This is an optimization exercise on Yosys and OpenROAD, whose aim is small area, a short achievable clock period and few clock cycles per item, not a production implementation.
For this run, only the layout was checked, not whether the RTL still works.

==> flow/design.v <==
package matmul_pkg;
    localparam int DEF_DATA_WIDTH = 8;
    localparam int DEF_BUS_WIDTH  = 16;
    localparam int DEF_DIM        = 4;
endpackage
module pe_sat
#(
    parameter int DATA_WIDTH = 8,
    parameter int BUS_WIDTH  = 16
) (
    input  logic                  clk_i,
    input  logic                  clr_i,     
    input  logic                  load_i,    
    input  logic [BUS_WIDTH-1:0]  init_i,
    input  logic [3:0]            bo_one,    
    input  logic [3:0]            bo_two,
    input  logic [3:0]            bo_neg,
    input  logic [DATA_WIDTH-1:0] a_i,
    output logic [BUS_WIDTH-1:0]  acc_o,
    output logic                  flag_o
);
    logic [16:0] s_q, c_q, s_d, c_d;
    logic [16:0] sum;
    logic        overflow, flag_q, flag_d;
    logic [15:0] res, base;
    logic pp1, pp2, pp3, pp4, pp5, pp6, pp7, pp8, pp9, pp10, pp11, pp12, pp13, pp14, pp15, pp16, pp17, pp18, pp19, pp20, pp21, pp22, pp23, pp24, pp25, pp26, pp27, pp28, pp29, pp30, pp31, pp32, pp33, pp34, pp35, pp36, pp37, pp38, pp39, pp40, hs41, hc42, hs43, hc44, fs45, fc46, hs47, hc48, fs49, fc50, hs51, hc52, fs53, fc54, fs55, fc56, fs57, fc58, hs59, hc60, fs61, fc62, hs63, hc64, hs65, hc66, hs67, hc68, fs69, fc70, fs71, fc72, fs73, fc74, fs75, fc76, fs77, fc78, fs79, fc80, fs81, fc82, fs83, fc84, fs85, fc86, hs87, hc88, fs89, fc90, fs91, fc92, fs93, fc94, fs95, fc96, fs97, fc98, fs99, fc100, fs101, fc102, fs103, fc104, fs105, fc106, fs107, fc108, fs109, fc110, fs111, fc112, fs113, fc114, fs115, fc116, fs117, fc118;
    assign sum      = s_q + c_q;
    assign overflow = sum[16] != sum[15];
    assign res      = overflow ? {sum[16], {15{!sum[16]}}} : sum[15:0];
    assign acc_o    = res;
    assign flag_o   = flag_q || overflow;
    always_comb begin
        if (clr_i)       base = '0;
        else if (load_i) base = init_i;
        else             base = res;
    end
    assign flag_d = !(clr_i || load_i) && (flag_q || overflow);
    assign pp1 = ((bo_one[0] & a_i[0]) | (bo_two[0] & 1'b0)) ^ bo_neg[0];
    assign pp2 = ((bo_one[0] & a_i[1]) | (bo_two[0] & a_i[0])) ^ bo_neg[0];
    assign pp3 = ((bo_one[0] & a_i[2]) | (bo_two[0] & a_i[1])) ^ bo_neg[0];
    assign pp4 = ((bo_one[0] & a_i[3]) | (bo_two[0] & a_i[2])) ^ bo_neg[0];
    assign pp5 = ((bo_one[0] & a_i[4]) | (bo_two[0] & a_i[3])) ^ bo_neg[0];
    assign pp6 = ((bo_one[0] & a_i[5]) | (bo_two[0] & a_i[4])) ^ bo_neg[0];
    assign pp7 = ((bo_one[0] & a_i[6]) | (bo_two[0] & a_i[5])) ^ bo_neg[0];
    assign pp8 = ((bo_one[0] & a_i[7]) | (bo_two[0] & a_i[6])) ^ bo_neg[0];
    assign pp9 = ((bo_one[0] & a_i[7]) | (bo_two[0] & a_i[7])) ^ bo_neg[0];
    assign pp10 = ~pp9;
    assign pp11 = ((bo_one[1] & a_i[0]) | (bo_two[1] & 1'b0)) ^ bo_neg[1];
    assign pp12 = ((bo_one[1] & a_i[1]) | (bo_two[1] & a_i[0])) ^ bo_neg[1];
    assign pp13 = ((bo_one[1] & a_i[2]) | (bo_two[1] & a_i[1])) ^ bo_neg[1];
    assign pp14 = ((bo_one[1] & a_i[3]) | (bo_two[1] & a_i[2])) ^ bo_neg[1];
    assign pp15 = ((bo_one[1] & a_i[4]) | (bo_two[1] & a_i[3])) ^ bo_neg[1];
    assign pp16 = ((bo_one[1] & a_i[5]) | (bo_two[1] & a_i[4])) ^ bo_neg[1];
    assign pp17 = ((bo_one[1] & a_i[6]) | (bo_two[1] & a_i[5])) ^ bo_neg[1];
    assign pp18 = ((bo_one[1] & a_i[7]) | (bo_two[1] & a_i[6])) ^ bo_neg[1];
    assign pp19 = ((bo_one[1] & a_i[7]) | (bo_two[1] & a_i[7])) ^ bo_neg[1];
    assign pp20 = ~pp19;
    assign pp21 = ((bo_one[2] & a_i[0]) | (bo_two[2] & 1'b0)) ^ bo_neg[2];
    assign pp22 = ((bo_one[2] & a_i[1]) | (bo_two[2] & a_i[0])) ^ bo_neg[2];
    assign pp23 = ((bo_one[2] & a_i[2]) | (bo_two[2] & a_i[1])) ^ bo_neg[2];
    assign pp24 = ((bo_one[2] & a_i[3]) | (bo_two[2] & a_i[2])) ^ bo_neg[2];
    assign pp25 = ((bo_one[2] & a_i[4]) | (bo_two[2] & a_i[3])) ^ bo_neg[2];
    assign pp26 = ((bo_one[2] & a_i[5]) | (bo_two[2] & a_i[4])) ^ bo_neg[2];
    assign pp27 = ((bo_one[2] & a_i[6]) | (bo_two[2] & a_i[5])) ^ bo_neg[2];
    assign pp28 = ((bo_one[2] & a_i[7]) | (bo_two[2] & a_i[6])) ^ bo_neg[2];
    assign pp29 = ((bo_one[2] & a_i[7]) | (bo_two[2] & a_i[7])) ^ bo_neg[2];
    assign pp30 = ~pp29;
    assign pp31 = ((bo_one[3] & a_i[0]) | (bo_two[3] & 1'b0)) ^ bo_neg[3];
    assign pp32 = ((bo_one[3] & a_i[1]) | (bo_two[3] & a_i[0])) ^ bo_neg[3];
    assign pp33 = ((bo_one[3] & a_i[2]) | (bo_two[3] & a_i[1])) ^ bo_neg[3];
    assign pp34 = ((bo_one[3] & a_i[3]) | (bo_two[3] & a_i[2])) ^ bo_neg[3];
    assign pp35 = ((bo_one[3] & a_i[4]) | (bo_two[3] & a_i[3])) ^ bo_neg[3];
    assign pp36 = ((bo_one[3] & a_i[5]) | (bo_two[3] & a_i[4])) ^ bo_neg[3];
    assign pp37 = ((bo_one[3] & a_i[6]) | (bo_two[3] & a_i[5])) ^ bo_neg[3];
    assign pp38 = ((bo_one[3] & a_i[7]) | (bo_two[3] & a_i[6])) ^ bo_neg[3];
    assign pp39 = ((bo_one[3] & a_i[7]) | (bo_two[3] & a_i[7])) ^ bo_neg[3];
    assign pp40 = ~pp39;
    assign hs41 = bo_neg[2] ^ base[4];
    assign hc42 = bo_neg[2] & base[4];
    assign hs43 = base[5] ^ pp6;
    assign hc44 = base[5] & pp6;
    assign fs45 = bo_neg[3] ^ base[6] ^ pp7;
    assign fc46 = (bo_neg[3] & base[6]) | (bo_neg[3] & pp7) | (base[6] & pp7);
    assign hs47 = pp15 ^ pp23;
    assign hc48 = pp15 & pp23;
    assign fs49 = base[7] ^ pp8 ^ pp16;
    assign fc50 = (base[7] & pp8) | (base[7] & pp16) | (pp8 & pp16);
    assign hs51 = pp24 ^ pp32;
    assign hc52 = pp24 & pp32;
    assign fs53 = ~(base[8] ^ pp10);
    assign fc54 = base[8] | pp10;
    assign fs55 = pp17 ^ pp25 ^ pp33;
    assign fc56 = (pp17 & pp25) | (pp17 & pp33) | (pp25 & pp33);
    assign fs57 = ~(base[9] ^ pp18);
    assign fc58 = base[9] | pp18;
    assign hs59 = pp26 ^ pp34;
    assign hc60 = pp26 & pp34;
    assign fs61 = base[10] ^ pp20 ^ pp27;
    assign fc62 = (base[10] & pp20) | (base[10] & pp27) | (pp20 & pp27);
    assign hs63 = ~base[11];
    assign hc64 = base[11];
    assign hs65 = bo_neg[1] ^ base[2];
    assign hc66 = bo_neg[1] & base[2];
    assign hs67 = base[3] ^ pp4;
    assign hc68 = base[3] & pp4;
    assign fs69 = hs41 ^ pp5 ^ pp13;
    assign fc70 = (hs41 & pp5) | (hs41 & pp13) | (pp5 & pp13);
    assign fs71 = hc42 ^ pp14 ^ pp22;
    assign fc72 = (hc42 & pp14) | (hc42 & pp22) | (pp14 & pp22);
    assign fs73 = pp31 ^ hc44 ^ hs47;
    assign fc74 = (pp31 & hc44) | (pp31 & hs47) | (hc44 & hs47);
    assign fs75 = hc48 ^ hs51 ^ fc46;
    assign fc76 = (hc48 & hs51) | (hc48 & fc46) | (hs51 & fc46);
    assign fs77 = hc52 ^ fc50 ^ fs53;
    assign fc78 = (hc52 & fc50) | (hc52 & fs53) | (fc50 & fs53);
    assign fs79 = hs59 ^ fc54 ^ fc56;
    assign fc80 = (hs59 & fc54) | (hs59 & fc56) | (fc54 & fc56);
    assign fs81 = pp35 ^ hc60 ^ fc58;
    assign fc82 = (pp35 & hc60) | (pp35 & fc58) | (hc60 & fc58);
    assign fs83 = hs63 ^ pp28 ^ pp36;
    assign fc84 = (hs63 & pp28) | (hs63 & pp36) | (pp28 & pp36);
    assign fs85 = base[12] ^ hc64 ^ pp30;
    assign fc86 = (base[12] & hc64) | (base[12] & pp30) | (hc64 & pp30);
    assign hs87 = ~base[13];
    assign hc88 = base[13];
    assign fs89 = bo_neg[0] ^ base[0] ^ pp1;
    assign fc90 = (bo_neg[0] & base[0]) | (bo_neg[0] & pp1) | (base[0] & pp1);
    assign fs91 = base[1] ^ pp2 ^ fc90;
    assign fc92 = (base[1] & pp2) | (base[1] & fc90) | (pp2 & fc90);
    assign fs93 = hs65 ^ pp3 ^ pp11;
    assign fc94 = (hs65 & pp3) | (hs65 & pp11) | (pp3 & pp11);
    assign fs95 = hc66 ^ pp12 ^ hs67;
    assign fc96 = (hc66 & pp12) | (hc66 & hs67) | (pp12 & hs67);
    assign fs97 = pp21 ^ hc68 ^ fs69;
    assign fc98 = (pp21 & hc68) | (pp21 & fs69) | (hc68 & fs69);
    assign fs99 = hs43 ^ fc70 ^ fs71;
    assign fc100 = (hs43 & fc70) | (hs43 & fs71) | (fc70 & fs71);
    assign fs101 = fc72 ^ fs45 ^ fs73;
    assign fc102 = (fc72 & fs45) | (fc72 & fs73) | (fs45 & fs73);
    assign fs103 = fs49 ^ fc74 ^ fs75;
    assign fc104 = (fs49 & fc74) | (fs49 & fs75) | (fc74 & fs75);
    assign fs105 = fs55 ^ fc76 ^ fs77;
    assign fc106 = (fs55 & fc76) | (fs55 & fs77) | (fc76 & fs77);
    assign fs107 = fs57 ^ fc78 ^ fs79;
    assign fc108 = (fs57 & fc78) | (fs57 & fs79) | (fc78 & fs79);
    assign fs109 = fs61 ^ fc80 ^ fs81;
    assign fc110 = (fs61 & fc80) | (fs61 & fs81) | (fc80 & fs81);
    assign fs111 = fc62 ^ fs83 ^ fc82;
    assign fc112 = (fc62 & fs83) | (fc62 & fc82) | (fs83 & fc82);
    assign fs113 = pp37 ^ fc84 ^ fs85;
    assign fc114 = (pp37 & fc84) | (pp37 & fs85) | (fc84 & fs85);
    assign fs115 = hs87 ^ pp38 ^ fc86;
    assign fc116 = (hs87 & pp38) | (hs87 & fc86) | (pp38 & fc86);
    assign fs117 = base[14] ^ hc88 ^ pp40;
    assign fc118 = (base[14] & hc88) | (base[14] & pp40) | (hc88 & pp40);
    assign s_d[0] = fs89;
    assign c_d[0] = 1'b0;
    assign s_d[1] = fs91;
    assign c_d[1] = 1'b0;
    assign s_d[2] = fc92;
    assign c_d[2] = fs93;
    assign s_d[3] = fc94;
    assign c_d[3] = fs95;
    assign s_d[4] = fc96;
    assign c_d[4] = fs97;
    assign s_d[5] = fc98;
    assign c_d[5] = fs99;
    assign s_d[6] = fc100;
    assign c_d[6] = fs101;
    assign s_d[7] = fc102;
    assign c_d[7] = fs103;
    assign s_d[8] = fc104;
    assign c_d[8] = fs105;
    assign s_d[9] = fc106;
    assign c_d[9] = fs107;
    assign s_d[10] = fc108;
    assign c_d[10] = fs109;
    assign s_d[11] = fc110;
    assign c_d[11] = fs111;
    assign s_d[12] = fc112;
    assign c_d[12] = fs113;
    assign s_d[13] = fc114;
    assign c_d[13] = fs115;
    assign s_d[14] = fc116;
    assign c_d[14] = fs117;
    assign s_d[15] = ~base[15];
    assign c_d[15] = fc118;
    assign s_d[16] = 1'b1;
    assign c_d[16] = 1'b0;
    always_ff @(posedge clk_i) begin
        s_q    <= s_d;
        c_q    <= c_d;
        flag_q <= flag_d;
    end
endmodule
module matmul_engine
#(
    parameter int DATA_WIDTH = matmul_pkg::DEF_DATA_WIDTH,
    parameter int BUS_WIDTH  = matmul_pkg::DEF_BUS_WIDTH,
    parameter int DIM        = matmul_pkg::DEF_DIM
) (
    input  logic                          clk_i,
    input  logic                          rst_i,
    input  logic                          start_i,
    input  logic                          mode_i,
    input  logic [DIM*DATA_WIDTH-1:0]     a_col_i,
    input  logic [DIM*DATA_WIDTH-1:0]     b_row_i,
    input  logic                          op_valid_i,
    output logic                          op_ready_o,
    input  logic [DIM*DIM*BUS_WIDTH-1:0]  c_i,
    output logic [DIM*DIM*BUS_WIDTH-1:0]  m_o,
    output logic [DIM*DIM-1:0]            flags_o,
    output logic                          busy_o,
    output logic                          done_o,
    output logic [$clog2(DIM+1)-1:0]      beat_cnt_o
);
    localparam int CW = $clog2(DIM + 1);
    logic          busy_q, done_q;
    logic [CW-1:0] beat_cnt_q;
    logic          start_ok, accept, last;
    assign start_ok = start_i && !busy_q && !rst_i;
    assign accept   = op_valid_i && busy_q && !rst_i;
    assign last     = (beat_cnt_q == CW'(DIM - 1));
    always_ff @(posedge clk_i) begin
        if (rst_i) begin
            busy_q     <= 1'b0;
            done_q     <= 1'b0;
            beat_cnt_q <= '0;
        end else begin
            done_q <= accept && last;
            if (start_ok) begin
                busy_q     <= 1'b1;
                beat_cnt_q <= '0;
            end else if (accept) begin
                beat_cnt_q <= beat_cnt_q + CW'(1);
                if (last) busy_q <= 1'b0;
            end
        end
    end
    assign op_ready_o = busy_q;
    assign busy_o     = busy_q;
    assign done_o     = done_q;
    assign beat_cnt_o = beat_cnt_q;
    logic [3:0] bo_one [DIM];
    logic [3:0] bo_two [DIM];
    logic [3:0] bo_neg [DIM];
    for (genvar j = 0; j < DIM; j++) begin : g_booth
        logic [DATA_WIDTH:0] bx;
        assign bx = {b_row_i[j*DATA_WIDTH +: DATA_WIDTH], 1'b0};
        for (genvar k = 0; k < 4; k++) begin : g_digit
            logic hi, mid, lo;
            assign lo  = bx[2*k];
            assign mid = bx[2*k+1];
            assign hi  = bx[2*k+2];
            assign bo_one[j][k] = accept && (mid ^ lo);
            assign bo_two[j][k] = accept && ((hi && !mid && !lo) || (!hi && mid && lo));
            assign bo_neg[j][k] = hi;
        end
    end
    for (genvar i = 0; i < DIM; i++) begin : g_row
        for (genvar j = 0; j < DIM; j++) begin : g_col
            pe_sat #(
                .DATA_WIDTH (DATA_WIDTH),
                .BUS_WIDTH  (BUS_WIDTH)
            ) u_pe (
                .clk_i  (clk_i),
                .clr_i  (rst_i),
                .load_i (start_ok),
                .init_i (mode_i ? c_i[(i*DIM+j)*BUS_WIDTH +: BUS_WIDTH] : '0),
                .bo_one (bo_one[j]),
                .bo_two (bo_two[j]),
                .bo_neg (bo_neg[j]),
                .a_i    (a_col_i[i*DATA_WIDTH +: DATA_WIDTH]),
                .acc_o  (m_o[(i*DIM+j)*BUS_WIDTH +: BUS_WIDTH]),
                .flag_o (flags_o[i*DIM+j])
            );
        end
    end
endmodule
==> flow/flow/run.sh <==
#!/bin/bash
# The standard layout, with plain buf_1 cells as the input and output port
# buffers (every port still gets its own buffer). The make output goes to
# standard.log; ORFS's per-step logs stay under orfs/logs/.
set -euo pipefail
export BUFFER_PORTS_ARGS="-buffer_cell sky130_fd_sc_hd__buf_1"
bash standard.sh > standard.log 2>&1
==> flow/standard.sh <==
#!/bin/bash
# synth_recipe.tcl (not shown) runs the flow's synth.tcl, then flattens the netlist and writes it again
# the make line also repeats each setting of config.mk as NAME=value (left out here)
make -C /OpenROAD-flow-scripts/flow DESIGN_CONFIG=/design/flow/config.mk WORK_HOME=/design/flow/orfs CLKGATE_MAP_FILE= SYNTH_SCRIPT=/design/flow/synth_recipe.tcl "${@:-finish}"
==> flow/config.mk <==
export PLATFORM = sky130hd
export DESIGN_NAME = matmul_engine
export DESIGN_NICKNAME = matmul_engine
export VERILOG_FILES = /design/flow/design.v
export SDC_FILE = /design/flow/constraint.sdc
export NUM_CORES = 4
export LEC_CHECK = 0
export CAP_MARGIN = 20
export CORE_MARGIN = 2
export CORE_UTILIZATION = 40
export SETUP_SLACK_MARGIN = 2.0
export SLEW_MARGIN = 20
==> flow/constraint.sdc <==
create_clock -name core_clock -period 7.0 [get_ports {clk_i}]
set_input_delay 1.4000 -clock core_clock [delete_from_list [all_inputs] [get_ports {clk_i}]]
set_output_delay 1.4000 -clock core_clock [all_outputs]
set_load 0.01 [all_outputs]
==> notes.md <==
kinds of logic (layout without fill, tap and decap cells):
kind of cell / count (synthesis) / count (layout) / share of synthesized area [%]
other cells: 0 / 7 / 0
buf+inv: 910 / 1359 / 7.157
simple gates: 958 / 962 / 8.549
mux: 84 / 84 / 1.780
compound gates: 1628 / 1629 / 22.36
flops: 501 / 501 / 20.56
xor+xnor: 618 / 618 / 11.10
fa+ha+maj: 848 / 848 / 28.49
cell usage after synthesis, types with 24 or more instances:
library cell    n
nor2_1        398
xnor2_1       433
o21bai_1       35
o21ai_0       415
and2_1         32
a21o_1        106
nor3_1         24
o21a_1         62
fa_1          448
a22o_1        129
mux2i_1        62
nand2_1       292
a21oi_1       213
buf_1          59
inv_1         465
nand3_1        84
a211oi_1       37
clkbuf_1      356
ha_1          370
xor2_1        185
dfxtp_1       501
maj3_1         30
or3_1          26
a22oi_1       458
tightest hold or removal path: cells and delay by family, from the launching register on:
kind	cells	cell delay [ns]
AOI/OAI and AO/OA	1	0.07
DFF	1	0.30
buffers and inverters	1	0.06
state kept, by name, indices dropped and copies added, names as in the netlist:
signal                   flops
g_row.g_col.u_pe.s_q       256
g_row.g_col.u_pe.c_q       224
g_row.g_col.u_pe.flag_q     16
beat_cnt_q                   3
busy_q                       1
done_q                       1
layout make-up:
cell class                 instances  area, um2
clock inverter                    28      319.1
fill                           11930      65120
inverter                         471       1768
clock buffer                      91       1949
antenna                            7      17.52
sequential                       501      10040
multi-input combinational       4141      36360
timing repair buffer             769       3795
tap                             1625       2033
per-layer routing:
layer | track usage, % | vias up | share of wire (%)
li1 | - | 19860 | -
met1 | 36.35 | 20990 | 43
met2 | 44.32 | 1700 | 47
met3 | 5.039 | 255 | 7.3
met4 | 8.604 | 8 | 3.1
met5 | 0 | - | 0.030
how the worst min path moves through the flow:
stage | from | to | slack [ns] | cells after the start
finish | g_row[2].g_col[0].u_pe.flag_q | g_row[2].g_col[0].u_pe.flag_q | 0.48 | 2
global route | g_row[2].g_col[0].u_pe.flag_q | g_row[2].g_col[0].u_pe.flag_q | 0.49 | 2
CTS | g_row[2].g_col[0].u_pe.flag_q | g_row[2].g_col[0].u_pe.flag_q | 0.47 | 2
detailed placement | g_row[2].g_col[0].u_pe.flag_q | g_row[2].g_col[0].u_pe.flag_q | 0.46 | 2
global placement | g_row[2].g_col[0].u_pe.flag_q | g_row[2].g_col[0].u_pe.flag_q | 0.46 | 2
floorplan | g_row[2].g_col[0].u_pe.flag_q | g_row[2].g_col[0].u_pe.flag_q | 0.44 | 2
timing repair:
| action | in CTS | in global routing |
|---|---|---|
| gates resized for setup | 119 | 134 |
| hold buffers | 0 | 0 |
| pin swaps | 29 | 47 |
| setup buffers | 28 | 31 |
| cloned | 3 | 3 |
| hold endpoints to repair | 0 | 0 |
| endpoints found under the setup margin | 228 | 178 |
stage by stage:
step	worst slack [ns]	hold WS, ns	instances	instance area (um2)
after CTS	1.999	0.4729	7592	55410
after detailed placement	1.734	0.4639	7442	52390
after global placement	1.778	0.4553	7442	52380
after floorplan	2.429	0.4449	5547	48780
final	2.082	0.4760	7633	56280
after global routing	1.941	0.4941	7629	56270
==> results.toml <==
[yosys]
postSynthAreaPerCell_um2 = 8.794
post_synthesis_cell_type_with_the_largest_combined_area = "dfxtp_1"
synth_net_count = 6690
synth_top_area_share_pct = 20.56
syn_area_um2 = 48780
async_reset_ff_share_pct = 0
ys_seq_area_share_pct = 20.56
synth_enable_flop_cells = 0
synth-warning-count = 8
ys.flop_type = "dfxtp_1"
postSynthRegisterBits = 501
synthCells = 5547
synth_cell_type_count = 80
synthTopCellsByArea = "dfxtp_1 (21%), fa_1 (18%), ha_1 (9.5%), xnor2_1 (7.8%), a22oi_1 (7.0%)"

[worst_setup_path]
crit_family = "compound AO/OA/AOI/OAI gates"
crit_required_ns = 5.60
worstSetupEndpointType = "primary output"
worstReg2RegStart = "g_row[1].g_col[2].u_pe.c_q[8]"
endpoint_of_the_worst_setup_timing_path = "m_o[69]"
startpoint_class_of_the_critical_path = "register"
r2r_cells = 13
worstPathArrival_ns = 3.52
worst_r2r_endpoint = "g_row[1].g_col[2].u_pe.c_q[4]"
worstSetupPathDepth = 12
crit_path_max_delay_cell_type = "or4_4"
criticalPathCategory = "register to primary output"
chain_of_cells_forming_the_critical_path = "ha_4, a211oi_4, nor3_2, or4_4, a221o_1, a21oi_4, xnor2_4, nand2_4, buf_8, buf_6, o31ai_4, buf_2"
timing.reg2reg.setup_slack_ns = 2.45
crit_path_max_fanout = 6
worstPathBufferInverterCount = 3
crit_path_max_incr_delay_ns = 0.49
crit_start = "g_row[1].g_col[0].u_pe.c_q[3]"

[min_path]
timing.hold.worst.class = "register to register"

[grt]
grt_overflow = 0
first_global_vias = 42180
grt_antenna_before_repair = 15
grt_first_pass_wirelength_um = 261000
grt_usage_pct = 27.18
grt_max_degree = 119

[cts]
cts_tree = "built"
clock_tree.root_cell = "clkbuf_16"
cts_buffers = 67
clkTransAtPathRegs_ns = 0.06
clock_tree.htree_level_count = 3
clock-sinks = 501
worst_skew_pair.late_latency_ns = 0.66
cts_buffer_depth = 3

[outcome]
run_status = "no timing/DRC/antenna violations"

[sta]
finalSetupViolations = 0
fin_tns_setup_ns = 0
final.min_clock_period_ns = 4.918
relSlewSlack_pct = 21.94
max_freq_mhz = 203.3
grt_setup_unrepaired = "yes"
final_max_slew_viol_count = 0
hold_violations = 0
post-route-period-util_pct = 70.26
finClkSkew_ns = 0.02888
worst_margin_slew_ns = 1.171

[routing]
route.vias.total = 42810
detail_route.drc_violations = 0
drt-pass1-iter-count = 6
wl_per_cell_um = 22.84
route.antenna.remaining_nets = 0
drt-total-wl_um = 174300
drt-initial-drc-count = 3614
vias_per_cell = 5.609

[floorplan]
height_of_the_die_um = 353.2
rows = 128
die_width_um = 353.2
coreArea_um2 = 121400
die_area_um2 = 124800
initial_utilization_pct = 40.18
num_io_pins = 603

[layout]
mostFrequentLayoutCells = "buf_1 (534), dfxtp_1 (497), inv_1 (463)"
postLayoutCoreUtil_pct = 46.36
share_of_post_route_cells_with_drive_strength_above_1_pct = 9.748
area_growth_pct = 15.38
most_frequent_standard_cell_in_the_layout_excluding_fill_and_tap_cells = "buf_1"
finalNetCount = 7094

[run]
number_of_max_cap_violations = 0

[place]
detail_placement_hpwl_um = 128000
gp_routability_congestion = 0.8960
port-buffer-count = 602

what the ideal ports hide:
No port has a modelled driver above. Below, the same layout with a new extraction and two added sets of constraints.
Step 1 sets driving cells, clkbuf_16 on the clock port and buf_2 on the other inputs (assumed; they add their load-dependent delay and slew).
Step 2, shift: input delay + t, output delay - t, t = (earliest + latest rising clock arrival at the registers) / 2. This alone moves slack from input paths to output paths.
Three values: ideal, step 1, step 2; two values: the first two.
shift t [ns]: 0.712
setup slack, ns: 2.082 / 2.008 / 1.585
worst setup path after step 2: input to register
cell pins on the clock port's net: 1
After both steps setup and hold are still met in this run. The setup slack of this run moves by -0.074 ns with the drivers and by -0.497 ns with both steps.
